This is an optimization exercise on Yosys and OpenROAD, whose aim is small area and a short achievable clock period, not a production implementation. Only simulation tests tie the RTL to the original design; equivalence was not proved. No activity file was given, so power comes from the tool's default toggle rates.

==> design/flow/design.v <==
package slc3_pkg;
    typedef logic [15:0] word_t;
    localparam word_t IO_ADDR_DEFAULT = 16'hFFFF;
endpackage
module slc3_sram_array
#(
    parameter int unsigned Depth = 256
) (
    input  logic        clk_i,
    input  logic [1:0]  phase_i,
    input  logic        ins_v_i,
    input  logic [7:0]  ins_addr_i,
    input  logic [15:0] ins_data_i,
    output logic        ins_done_o,
    input  logic [7:0]  rd_addr_i,
    output logic        rd_hit_o,
    output logic [15:0] rd_data_o
);
    localparam int unsigned NR = Depth / 4;
    logic [NR*16-1:0] s0_q, s1_q, s2_q, s3_q;
    logic [1:0]       ins_pos, rd_pos;
    logic [NR-1:0]    ins_r;
    assign ins_pos    = ins_addr_i[1:0] + phase_i;
    assign ins_done_o = ins_v_i && (ins_pos == 2'd3);
    assign rd_pos     = rd_addr_i[1:0] + phase_i;
    assign rd_hit_o   = rd_pos[0];
    for (genvar r = 0; r < NR; r++) begin : g_ring
        assign ins_r[r] = ins_done_o && (ins_addr_i[7:2] == 6'(r));
        always_ff @(posedge clk_i) begin
            s0_q[r*16 +: 16] <= ins_r[r] ? ins_data_i : s3_q[r*16 +: 16];
            s1_q[r*16 +: 16] <= s0_q[r*16 +: 16];
            s2_q[r*16 +: 16] <= s1_q[r*16 +: 16];
            s3_q[r*16 +: 16] <= s2_q[r*16 +: 16];
        end
    end
    always_comb begin
        rd_data_o = '0;
        for (int r = 0; r < NR; r++) begin
            if (rd_addr_i[7:2] == 6'(r)) begin
                rd_data_o = rd_data_o | (rd_pos[1] ? s3_q[r*16 +: 16] : s1_q[r*16 +: 16]);
            end
        end
    end
endmodule
module slc3_mem_responder
#(
    parameter int unsigned DEPTH       = 256,
    parameter logic [15:0] IO_ADDR     = slc3_pkg::IO_ADDR_DEFAULT
) (
    input  logic        Clk,
    input  logic        Reset,
    input  logic [15:0] MAR,
    input  logic [15:0] MDR,
    input  logic        MEM_OE,
    input  logic        MEM_WE,
    input  logic [15:0] SW,
    output logic [15:0] MDR_in,
    output logic        R,
    output logic [15:0] HEX_OUT,
    output logic        ERR
);
    logic        idle_q, w1_q, w2_q, done_q;
    logic        req, accept, hold_q;
    logic [7:0]  addr_q;
    logic        ram_q, io_q, we_q;
    logic [15:0] wdata_q;
    logic        pw_v_q;
    logic [7:0]  pw_addr_q;
    logic [15:0] pw_data_q;
    logic        pw_ins;
    logic [1:0]  phase_q;
    logic [15:0] hex_q, mdr_q;
    logic        err_q;
    logic        rd_hit;
    logic [15:0] rd_data;
    assign req    = MEM_OE || MEM_WE;
    assign accept = idle_q && req;
    always_ff @(posedge Clk) begin
        if (Reset) begin
            idle_q <= 1'b1;
            w1_q   <= 1'b0;
            w2_q   <= 1'b0;
            done_q <= 1'b0;
            hold_q <= 1'b0;
        end else begin
            idle_q <= (idle_q && !req) || (hold_q && !req);
            w1_q   <= accept;
            w2_q   <= w1_q;
            done_q <= w2_q;
            hold_q <= done_q || (hold_q && req);
        end
    end
    always_ff @(posedge Clk) begin
        if (idle_q) begin
            addr_q  <= MAR[7:0];
            ram_q   <= (MAR[15:8] == 8'h00);
            io_q    <= (MAR == IO_ADDR);
            we_q    <= MEM_WE;
            wdata_q <= MDR;
        end
    end
    always_ff @(posedge Clk) begin
        if (Reset) begin
            err_q <= 1'b0;
            hex_q <= '0;
        end else begin
            if (accept && MEM_OE && MEM_WE) err_q <= 1'b1;
            if (w2_q && we_q && io_q) hex_q <= wdata_q;
        end
    end
    always_ff @(posedge Clk) begin
        phase_q <= phase_q + 2'd1;
        if (w2_q && we_q && ram_q && !Reset) begin
            pw_v_q    <= 1'b1;
            pw_addr_q <= addr_q;
            pw_data_q <= wdata_q;
        end else if (pw_ins) begin
            pw_v_q    <= 1'b0;
        end
    end
    always_ff @(posedge Clk) begin
        if ((w1_q || w2_q) && !we_q) begin
            if (ram_q) begin
                if (pw_v_q && pw_addr_q == addr_q) mdr_q <= pw_data_q;
                else if (rd_hit) mdr_q <= rd_data;
            end else if (w2_q) begin
                mdr_q <= io_q ? SW : '0;
            end
        end
    end
    slc3_sram_array #(
        .Depth (DEPTH)
    ) u_sram (
        .clk_i      (Clk),
        .phase_i    (phase_q),
        .ins_v_i    (pw_v_q),
        .ins_addr_i (pw_addr_q),
        .ins_data_i (pw_data_q),
        .ins_done_o (pw_ins),
        .rd_addr_i  (addr_q),
        .rd_hit_o   (rd_hit),
        .rd_data_o  (rd_data)
    );
    assign MDR_in  = mdr_q;
    assign R       = done_q;
    assign HEX_OUT = hex_q;
    assign ERR     = err_q;
endmodule
==> design/flow/run.sh <==
#!/bin/bash
# synth_recipe.tcl (not shown) runs the flow's synth.tcl, then flattens the netlist and writes it again
# the make line also repeats each setting of config.mk as NAME=value (left out here)
make -C /OpenROAD-flow-scripts/flow DESIGN_CONFIG=/design/flow/config.mk WORK_HOME=/design/flow/orfs CLKGATE_MAP_FILE= SYNTH_SCRIPT=/design/flow/synth_recipe.tcl finish
==> design/flow/config.mk <==
export PLATFORM = sky130hd
export DESIGN_NAME = slc3_mem_responder
export DESIGN_NICKNAME = slc3_mem_responder
export VERILOG_FILES = /design/flow/design.v
export SDC_FILE = /design/flow/constraint.sdc
export NUM_CORES = 4
export LEC_CHECK = 0
export CAP_MARGIN = 20
export CORE_MARGIN = 2
export CORE_UTILIZATION = 35
export SETUP_SLACK_MARGIN = 0.3
export SLEW_MARGIN = 20
==> design/flow/constraint.sdc <==
create_clock -name core_clock -period 5.0 [get_ports {Clk}]
set_input_delay 1.0000 -clock core_clock [delete_from_list [all_inputs] [get_ports {Clk}]]
set_output_delay 1.0000 -clock core_clock [all_outputs]
set_load 0.01 [all_outputs]
==> flow_summary.ini <==
[die]
rows = 209
die_w_um = 575
start_util_pct = 35.2
io_pins = 86
die_area_sq_um = 330000
core_sq_um = 324000
die_h_um = 575

[critical_path]
reg2reg_from = addr_q[0]$_DFFE_PP_
startpoint = addr_q[0]$_DFFE_PP_
ff2ff_path_depth = 10
r2r_slack_ns = 0.47
end_kind = register
r2r_end = mdr_q[3]$_DFFE_PP_
required_ns = 5.63
arrival_ns = 5.16
critPathMaxFanout = 39
critPathKind = register to register
startpoint_type = register

[clock_network]
cts_tree = done
clkSlewWorstSetupHoldPaths_ns = 0.06
clock_path_buffers = 4
htreeDepth = 5
insertion_delay_ns = 0.91
cts_resized = 0
cts_hold_buffers = 0
postCtsSetupBuffers = 0
cts-root-buf = clkbuf_16
cts_buffers = 379
cts.sinks = 4188

[power]
peakVddDrop_mv = 0.320
leakage_nw = 54.0
powerDensity_nw_per_um2 = 477
p_total_mw = 64.1

[grt]
grt_usage_pct = 21.4
grt-ovfl-total = 0
grt_start_max_net_pins = 66
antenna_found_initial = 48
grt_pass1_wl_um = 501000
grt_pass1_vias = 63543

[min_path]
min_from = u_sram.s0_q[233]$_DFF_P_
whs_path_depth = 0
min_to = u_sram.s1_q[233]$_DFF_P_
hp-class = register to register

[timing]
relSlewSlack_pct = 15.2
fin_tns_setup_ns = 0
rsz0062_at_grt = false
hold_viol = 0
fin_crit_sh_pct = 90.5
drv_slew = 0
fmax_mhz = 221
period_needed_ns = 4.53
fin_skew_ns = 0.0542
worstMarginPinSlew_ns = 1.26
setup_viol = 0

[placement]
port_buffers = 85
dpl.hpwl_um = 232000
gp_congestion = 0.877

[synthesis]
synth.avg_cell_area_sq_um = 14.6
synth_flop_cell = dfxtp_1
syn_inst = 7835
synth-edff-count = 67
ys_ff_latch = 4188
yosysSeqAreaShare_pct = 74.1
synth_warnings = 2
postSynthNetCount = 7889
netlist_area_sq_um = 114000
post_synth_num_cell_types = 53
async_flop_share_pct = 0

[finish]
final_layout_size_suffix_gt1_share_pct = 23.7
area_growth_pct = 17.8
nets = 8282
n_fill_cell = 29350

[route]
wl_per_cell_um = 28.4
drt_iter0_markers = 6584
postRouteAntennaNets = 0
num_vias = 64189
viasPerCell = 4.99
drc = 0
first_pass_iters = 6
wl_um = 365000

[run]
timing.max_cap.violations = 0

[status]
status = complete, no violations
[cells in the mapped netlist (2+ instances only)]
| master | number | area [sq um] |
|---|---|---|
| a21oi_1 | 122 | 611 |
| a221oi_1 | 25 | 219 |
| a32oi_1 | 4 | 35.0 |
| and2_1 | 5 | 31.3 |
| and3_1 | 6 | 37.5 |
| and4b_1 | 4 | 40.0 |
| buf_1 | 4 | 15.0 |
| buf_2 | 120 | 601 |
| buf_4 | 9 | 67.6 |
| buf_6 | 12 | 135 |
| clkbuf_1 | 264 | 991 |
| dfxtp_1 | 4121 | 82500 |
| edfxtp_1 | 67 | 2010 |
| ha_1 | 2 | 25.0 |
| inv_1 | 3 | 11.3 |
| mux2_2 | 1024 | 11500 |
| mux2i_1 | 888 | 8890 |
| nand2_1 | 377 | 1420 |
| nand2b_1 | 5 | 31.3 |
| nand3_1 | 14 | 70.1 |
| nand4_1 | 26 | 163 |
| nor2_1 | 26 | 97.6 |
| nor2_2 | 5 | 31.3 |
| nor2b_1 | 5 | 31.3 |
| nor3_1 | 9 | 45.0 |
| nor3b_1 | 2 | 15.0 |
| nor4_1 | 127 | 795 |
| nor4b_1 | 4 | 35.0 |
| nor4bb_1 | 4 | 40.0 |
| o21a_1 | 2 | 15.0 |
| o21ai_0 | 23 | 115 |
| o21ai_1 | 14 | 70.1 |
| o22ai_1 | 448 | 2800 |
| or2_2 | 5 | 31.3 |
| or4_1 | 32 | 240 |
| xnor2_1 | 10 | 87.6 |
[power by group]
part	internal (mW)	switching, mW	leakage, nW	total, mW
combinational	0.379	0.642	13.9	1.02
clock	16.8	12.6	6.28	29.4
sequential	33.6	0.0678	33.8	33.6
[metal layers]
layer  vias to the layer above  track usage [%]  part of all wire (%)
li1                      28138                -                     -
met1                     32804             30.2                    45
met2                      2635             32.4                    43
met3                       596             4.08                   7.7
met4                        16             7.59                   3.7
met5                         -            0.215                 0.054
[cells by family (layout without fill, tap and decap cells)]
logic type	count (synthesis)	in the layout	share of synthesized area [%]
flops	4188	4188	74.1
compound gates	646	646	3.45
mux	1912	1912	17.9
other cells	0	6	0
xor+xnor	13	13	0.125
fa+ha+maj	2	2	0.0219
simple gates	662	662	2.81
buf+inv	412	1108	1.60
[critical path, stage by stage, from the launching register on]
cell      delay, ns
edfxtp_1       0.44
ha_1           0.26
xnor3_4        0.71
buf_12         0.32
buf_12         0.33
mux2i_1        0.24
o22ai_1        0.15
nor4_1         1.08
nand4_1        0.35
nor3_1         0.25
o21ai_1        0.11
[stage by stage]
step	worst slack, ns	hold WS (ns)	instances	utilization [%]	area (sq um)
after floorplan	1.99	0.310	7835	-	114000
after global placement	0.594	0.310	12171	37.5	122000
after detailed placement	0.572	0.312	12171	37.5	122000
after global routing	0.473	0.304	12856	41.4	134000
final	0.473	0.298	12862	41.4	134000
after CTS	0.541	0.298	12855	41.4	134000
[state kept, by name, indices dropped and copies added (netlist names), 2 cells and up]
signal       cells
addr_q           8
hex_q           16
mdr_q           16
phase_q          2
pw_addr_q        8
pw_data_q       16
u_sram.s0_q   1024
u_sram.s1_q   1024
u_sram.s2_q   1024
u_sram.s3_q   1024
wdata_q         16
[placed cells by master, fill, tap and decap left out, drive strengths merged, types with 4 or more instances in the layout]
cell           count
and2               5
and3               6
nor4bb             4
nor4b              4
clkbuf           559
and4b              4
a21oi            122
nor2b              5
o21ai             37
clkinv            81
a221oi            25
inv               16
nand3             14
diode              6
or2                5
nor3               9
clkinvlp           7
clkdlybuf4s50     85
nor4             127
mux2i            888
bufinv            24
dfxtp           4121
nand2b             5
a32oi              4
nand2            377
or4               32
o22ai            448
edfxtp            67
nor2              31
mux2            1024
buf              336
nand4             26
xnor2             10
[final cells by class]
type	count	area [sq um]	share of cell area, %
Antenna cell	6	15.0	0.0112
Clock buffer	559	11200	8.34
Clock inverter	125	1450	1.08
Inverter	3	11.3	0.00838
Multi-Input combinational cell	3235	27900	20.8
Sequential cell	4188	84500	62.9
Tap cell	4325	5410	4.03
Timing Repair Buffer	421	3810	2.83
[worst max-delay path by stage]
stage	end	slack [ns]	depth (start not counted)
2_1_floorplan	mdr_q[0]$_DFFE_PP_	1.99	8
3_3_place_gp	mdr_q[0]$_DFFE_PP_	0.59	8
3_5_place_dp	mdr_q[3]$_DFFE_PP_	0.57	10
4_1_cts	mdr_q[3]$_DFFE_PP_	0.54	10
5_1_grt	mdr_q[4]$_DFFE_PP_	0.47	11
6_report	mdr_q[3]$_DFFE_PP_	0.47	10

==> port drivers added, routing unchanged <==
In the flow no input, the clock included, has a driving cell. The finished layout below was timed again as built, in two steps. Step 1: set_driving_cell puts a clkbuf_16 on Clk and a buf_2 on each other input, an assumption about the parent block. Step 2 also shifts input and output timing later by t, the mid clock arrival at the registers, as if the neighbouring blocks saw the same clock. Three values: no drivers, after step 1, after step 2; two values: the first two.
t, ns: 0.986
setup slack, ns: 0.473 / 0.473 / 0.473
hold WS [ns]: 0.298 / 0.298 / 0.298
worst setup path at the end: register to register
worst register clock-pin slew, ns: 0.07 / 0.07
After both steps this run still meets setup and hold. The setup slack of this run moves by 0.000 ns with the drivers and by 0.000 ns with both steps.
